From an optimization exercise on the open Yosys and OpenROAD flow, aimed at small area, a short achievable clock period and few clock cycles per item; shortcuts taken in it are not production practice. No activity file was given, so power comes from the tool's default toggle rates.

// prefix_adder_top
module prefix_adder_top (
	input wire logic clk,
	input wire logic reset,
	input wire logic valid_in,
	input wire logic ready_in,
	input wire prefix_ctrl_pkg::tag_t tag_in,
	input wire prefix_data_pkg::block_t data_in,
	output logic busy,
	output logic ready_out,
	output logic valid_out,
	output prefix_ctrl_pkg::tag_t tag_out,
	output prefix_data_pkg::block_t data_out
);
	logic enable;
	pipe_control u_control (
		.clk(clk),
		.reset(reset),
		.valid_in(valid_in),
		.ready_in(ready_in),
		.tag_in(tag_in),
		.enable(enable),
		.ready_out(ready_out),
		.busy(busy),
		.valid_out(valid_out),
		.tag_out(tag_out)
	);
	prefix_network u_network (
		.clk(clk),
		.enable(enable),
		.data_in(data_in),
		.sums(data_out)
	);
endmodule
Settings: LEC_CHECK=0, CAP_MARGIN=20, CORE_MARGIN=2, CORE_UTILIZATION=40, SLEW_MARGIN=20; clock period 4.0 ns.
run.sh (not shown) runs the stock make flow with config.mk's settings and CLKGATE_MAP_FILE= SYNTH_SCRIPT=/design/flow/synth_recipe.tcl, a recipe that flattens the netlist after the stock synthesis.
The starting point produced a clean layout.
Rerun with:
- ABC_CLOCK_PERIOD_IN_PS: unset -> 1500
- SETUP_SLACK_MARGIN: unset -> 2.0
Power climbs by 15%; final cell count climbs by 9.4%; synthesized cell count stays the same; first-iteration DRC count goes up by 37%; count of clock-buffer cells in the layout increases by 1.
Function was not checked in any run of this note: the RTL went through the layout flow alone.

---

The RTL this note starts from:
==> flow/design.v <==
`default_nettype none
package prefix_data_pkg;
	typedef logic signed [8-1:0] lane_t;
	typedef lane_t [8-1:0] block_t;
	function automatic logic [8-1:0] lane_add(
		input logic [8-1:0] a,
		input logic [8-1:0] b
	);
		logic [8-1:0] p;
		logic [8-1:0] gen;
		logic [8-1:0] prop;
		p = a ^ b;
		gen = a & b;
		prop = p;
		for (int s = 0; (1 << s) < 8; s++) begin
			for (int i = 8 - 1; i >= 0; i--) begin
				if ((i & (1 << s)) != 0) begin
					gen[i] = gen[i] | (prop[i] & gen[((i >> s) << s) - 1]);
					prop[i] = prop[i] & prop[((i >> s) << s) - 1];
				end
			end
		end
		lane_add = p ^ {gen[8-2:0], 1'b0};
	endfunction
endpackage
`default_nettype wire
`default_nettype none
package prefix_ctrl_pkg;
	typedef logic [32-1:0] tag_t;
endpackage
`default_nettype wire
`timescale 1ns/10ps
`default_nettype none
module pipe_control (
	input wire logic clk,
	input wire logic reset,
	input wire logic valid_in,
	input wire logic ready_in,
	input wire prefix_ctrl_pkg::tag_t tag_in,
	output logic enable,
	output logic ready_out,
	output logic busy,
	output logic valid_out,
	output prefix_ctrl_pkg::tag_t tag_out
);
	logic valid_q;
	prefix_ctrl_pkg::tag_t tag_q;
	assign enable = ready_in;
	assign ready_out = ready_in;
	always_ff @(posedge clk or posedge reset) begin
		if (reset) begin
			valid_q <= 1'b0;
		end else if (enable) begin
			valid_q <= valid_in;
		end
	end
	always_ff @(posedge clk) begin
		if (enable) begin
			tag_q <= tag_in;
		end
	end
	assign busy = valid_q;
	assign valid_out = valid_q;
	assign tag_out = tag_q;
endmodule
`default_nettype wire
`timescale 1ns/10ps
`default_nettype none
module prefix_layer #(
	parameter int SPAN = 1
) (
	input wire prefix_data_pkg::block_t sums_in,
	output prefix_data_pkg::block_t sums_out
);
	localparam int W = 8;
	logic [8*W-1:0] flat_in;
	logic [8*W-1:0] flat_next;
	assign flat_in = sums_in;
	for (genvar i = 0; i < 8; i++) begin : g_lane
		if ((i & SPAN) != 0) begin : g_add
			localparam int SRC = (i / (2 * SPAN)) * (2 * SPAN) + SPAN - 1;
			assign flat_next[i*W +: W] = prefix_data_pkg::lane_add(flat_in[i*W +: W], flat_in[SRC*W +: W]);
		end else begin : g_pass
			assign flat_next[i*W +: W] = flat_in[i*W +: W];
		end
	end
	assign sums_out = flat_next;
endmodule
`default_nettype wire
`timescale 1ns/10ps
`default_nettype none
module prefix_network (
	input wire logic clk,
	input wire logic enable,
	input wire prefix_data_pkg::block_t data_in,
	output prefix_data_pkg::block_t sums
);
	localparam int W = 8;
	localparam int N = 8;
	localparam int H = N / 2;
	localparam int J = 4;
	prefix_data_pkg::block_t layer1;
	prefix_data_pkg::block_t layer2;
	prefix_layer #(.SPAN(1)) u_layer1 (.sums_in(data_in), .sums_out(layer1));
	prefix_layer #(.SPAN(2)) u_layer2 (.sums_in(layer1), .sums_out(layer2));
	logic [N*W-1:0] flat2;
	assign flat2 = layer2;
	logic [N*W-1:0] next_sums;
	logic [H-1:0] next_carry;
	logic [N*W-1:0] held_sums;
	logic [H-1:0] held_carry;
	assign next_sums[H*W-1:0] = flat2[H*W-1:0];
	for (genvar i = H; i < N; i++) begin : g_upper
		if (J == 0) begin : g_none
			assign next_sums[i*W +: W] = flat2[i*W +: W];
			assign next_carry[i-H] = 1'b0;
		end else if (J >= W) begin : g_all
			assign next_sums[i*W +: W] = flat2[i*W +: W] + flat2[(H-1)*W +: W];
			assign next_carry[i-H] = 1'b0;
		end else begin : g_part
			logic [J:0] low;
			assign low = {1'b0, flat2[i*W +: J]} + {1'b0, flat2[(H-1)*W +: J]};
			assign next_sums[i*W +: W] = {flat2[i*W+J +: W-J], low[J-1:0]};
			assign next_carry[i-H] = low[J];
		end
	end
	always_ff @(posedge clk) begin
		if (enable) begin
			held_sums <= next_sums;
		end
	end
	if (J > 0 && J < W) begin : g_carry_reg
		always_ff @(posedge clk) begin
			if (enable) begin
				held_carry <= next_carry;
			end
		end
	end else begin : g_no_carry
		assign held_carry = '0;
	end
	logic [N*W-1:0] flat_out;
	assign flat_out[H*W-1:0] = held_sums[H*W-1:0];
	for (genvar i = H; i < N; i++) begin : g_finish
		if (J == 0) begin : g_none
			assign flat_out[i*W +: W] = held_sums[i*W +: W] + held_sums[(H-1)*W +: W];
		end else if (J >= W) begin : g_all
			assign flat_out[i*W +: W] = held_sums[i*W +: W];
		end else begin : g_part
			assign flat_out[i*W +: W] = {
				held_sums[i*W+J +: W-J] + held_sums[(H-1)*W+J +: W-J] + (W-J)'(held_carry[i-H]),
				held_sums[i*W +: J]
			};
		end
	end
	assign sums = flat_out;
endmodule
`default_nettype wire
`timescale 1ns/10ps
`default_nettype none
module prefix_adder_top (
	input wire logic clk,
	input wire logic reset,
	input wire logic valid_in,
	input wire logic ready_in,
	input wire prefix_ctrl_pkg::tag_t tag_in,
	input wire prefix_data_pkg::block_t data_in,
	output logic busy,
	output logic ready_out,
	output logic valid_out,
	output prefix_ctrl_pkg::tag_t tag_out,
	output prefix_data_pkg::block_t data_out
);
	logic enable;
	pipe_control u_control (
		.clk(clk),
		.reset(reset),
		.valid_in(valid_in),
		.ready_in(ready_in),
		.tag_in(tag_in),
		.enable(enable),
		.ready_out(ready_out),
		.busy(busy),
		.valid_out(valid_out),
		.tag_out(tag_out)
	);
	prefix_network u_network (
		.clk(clk),
		.enable(enable),
		.data_in(data_in),
		.sums(data_out)
	);
endmodule
`default_nettype wire
==> flow/config.mk <==
export PLATFORM = sky130hd
export DESIGN_NAME = prefix_adder_top
export DESIGN_NICKNAME = prefix_adder_top
export VERILOG_FILES = /design/flow/design.v
export SDC_FILE = /design/flow/constraint.sdc
export NUM_CORES = 4
export LEC_CHECK = 0
export CAP_MARGIN = 20
export CORE_MARGIN = 2
export CORE_UTILIZATION = 40
export SETUP_SLACK_MARGIN = 2.0
export SLEW_MARGIN = 20
==> flow/constraint.sdc <==
create_clock -name core_clock -period 4.0 [get_ports {clk}]
set_input_delay 0.8000 -clock core_clock [delete_from_list [all_inputs] [get_ports {clk}]]
set_output_delay 0.8000 -clock core_clock [all_outputs]
set_load 0.01 [all_outputs]
standard.sh (not shown) runs the stock make flow with config.mk's settings and CLKGATE_MAP_FILE= SYNTH_SCRIPT=/design/flow/synth_recipe.tcl, a recipe that flattens the netlist after the stock synthesis.
==> flow/flow/run.sh <==
#!/bin/bash
# Layout flow: the standard layout (standard.sh) with three changes, all in synthesis
# mapping or port buffering; registers, floorplan, power grid, CTS and routing are standard.
#  - synthesis runs synth_recipe.tcl unchanged, through flow/synth_wrap.tcl, which only swaps
#    the ABC script that maps the combinational logic for flow/abc_fast.script
#  - ADDER_MAP_FILE is empty, so adders are not frozen into full/half adder cells before ABC
#  - port buffers start as buf_1; repair resizes them where timing needs it
# Each make run's full output goes to a log file in the work folder.
set -euo pipefail
WORK=$(pwd)
bash standard.sh \
	SYNTH_SCRIPT="$WORK/flow/synth_wrap.tcl" \
	ADDER_MAP_FILE= \
	"BUFFER_PORTS_ARGS=-buffer_cell sky130_fd_sc_hd__buf_1" \
	finish > "$WORK/make_finish.log" 2>&1
==> flow/flow/abc_fast.script <==
strash
dch
map -D 500
topo
upsize
dnsize
==> flow/flow/synth_wrap.tcl <==
# The standard flow's synthesis script, with the ABC script for combinational mapping swapped
set flow_dir [file dirname [file normalize [info script]]]
set fast_abc_script [file join $flow_dir abc_fast.script]
proc abc {args} {
	set i [lsearch -exact $args -script]
	if { $i >= 0 } {
		lset args [expr {$i + 1}] $::fast_abc_script
	}
	puts "synth_wrap: abc {*}$args"
	yosys abc {*}$args
}
source [file join [file dirname $flow_dir] synth_recipe.tcl]
The baseline produced a clean layout.
Edit:
==> flow/flow/run.sh (replaced) <==
#!/bin/bash
# Layout flow: the standard layout (standard.sh), with ADDER_MAP_FILE empty so adders are
# left to ABC, and port buffers starting as buf_1 (repair resizes them where timing needs it).
# Each make run's full output goes to a log file in the work folder.
set -euo pipefail
WORK=$(pwd)
bash standard.sh \
	ADDER_MAP_FILE= \
	"BUFFER_PORTS_ARGS=-buffer_cell sky130_fd_sc_hd__buf_1" \
	finish > "$WORK/make_finish.log" 2>&1
--- a/flow/config.mk
+++ b/flow/config.mk
@@ -6,7 +6,7 @@
 export NUM_CORES = 4
 export LEC_CHECK = 0
+export ABC_AREA = 1
 export CAP_MARGIN = 20
 export CORE_MARGIN = 2
-export CORE_UTILIZATION = 40
-export SETUP_SLACK_MARGIN = 2.0
+export CORE_UTILIZATION = 60
 export SLEW_MARGIN = 20
removed: flow/flow/abc_fast.script
removed: flow/flow/synth_wrap.tcl
Effect:
- utilization rises by 7.2 points
- design area is lower by about 30%
- synthesized cell count stays flat
- wire length goes down by 31%
- final cell count is lower by 14%
Function was not checked in any run of this note: the RTL went through the layout flow alone.

port drivers added, routing unchanged:
How much do the figures lean on ideal ports? The routed layouts below were timed once more, with nothing changed but the port constraints. Step 1 sets driving cells, clkbuf_16 on the clock port and buf_2 on the other inputs (assumed; they add their load-dependent delay and slew). Step 2 moves the port delays by t, midway between the first and last clock arrival at a register: inputs arrive t later, outputs are due t later. That takes back most of the time a late clock gives input paths. Slacks: no drivers / after step 1 / after step 2; pairs: no drivers / after step 1.
run	shift t [ns]	slack for setup (ns)	hold WS [ns]	latest minus earliest clock arrival (ns)	slew at the worst register clock pin (ns)
the first run of note 1	0.380	0.138 / 0.148 / -0.232	0.573 / 0.563 / 0.576	0.006 / 0.006	0.07 / 0.07
the second run of note 1	0.395	0.391 / 0.380 / -0.015	0.539 / 0.539 / 0.539	0.013 / 0.013	0.08 / 0.08
the first run of note 2	0.397	1.344 / 1.298 / 1.194	0.241 / 0.214 / 0.593	0.013 / 0.013	0.08 / 0.08
the second run of note 2	0.402	0.951 / 0.914 / 1.209	0.223 / 0.218 / 0.578	0.013 / 0.013	0.10 / 0.10
With both steps, setup timing fails in the first run of note 1 and the second run of note 1, where it was met with ideal ports. The setup slack of the second run of note 1, which loses most, moves by -0.011 ns with the drivers and by -0.406 ns with both steps.
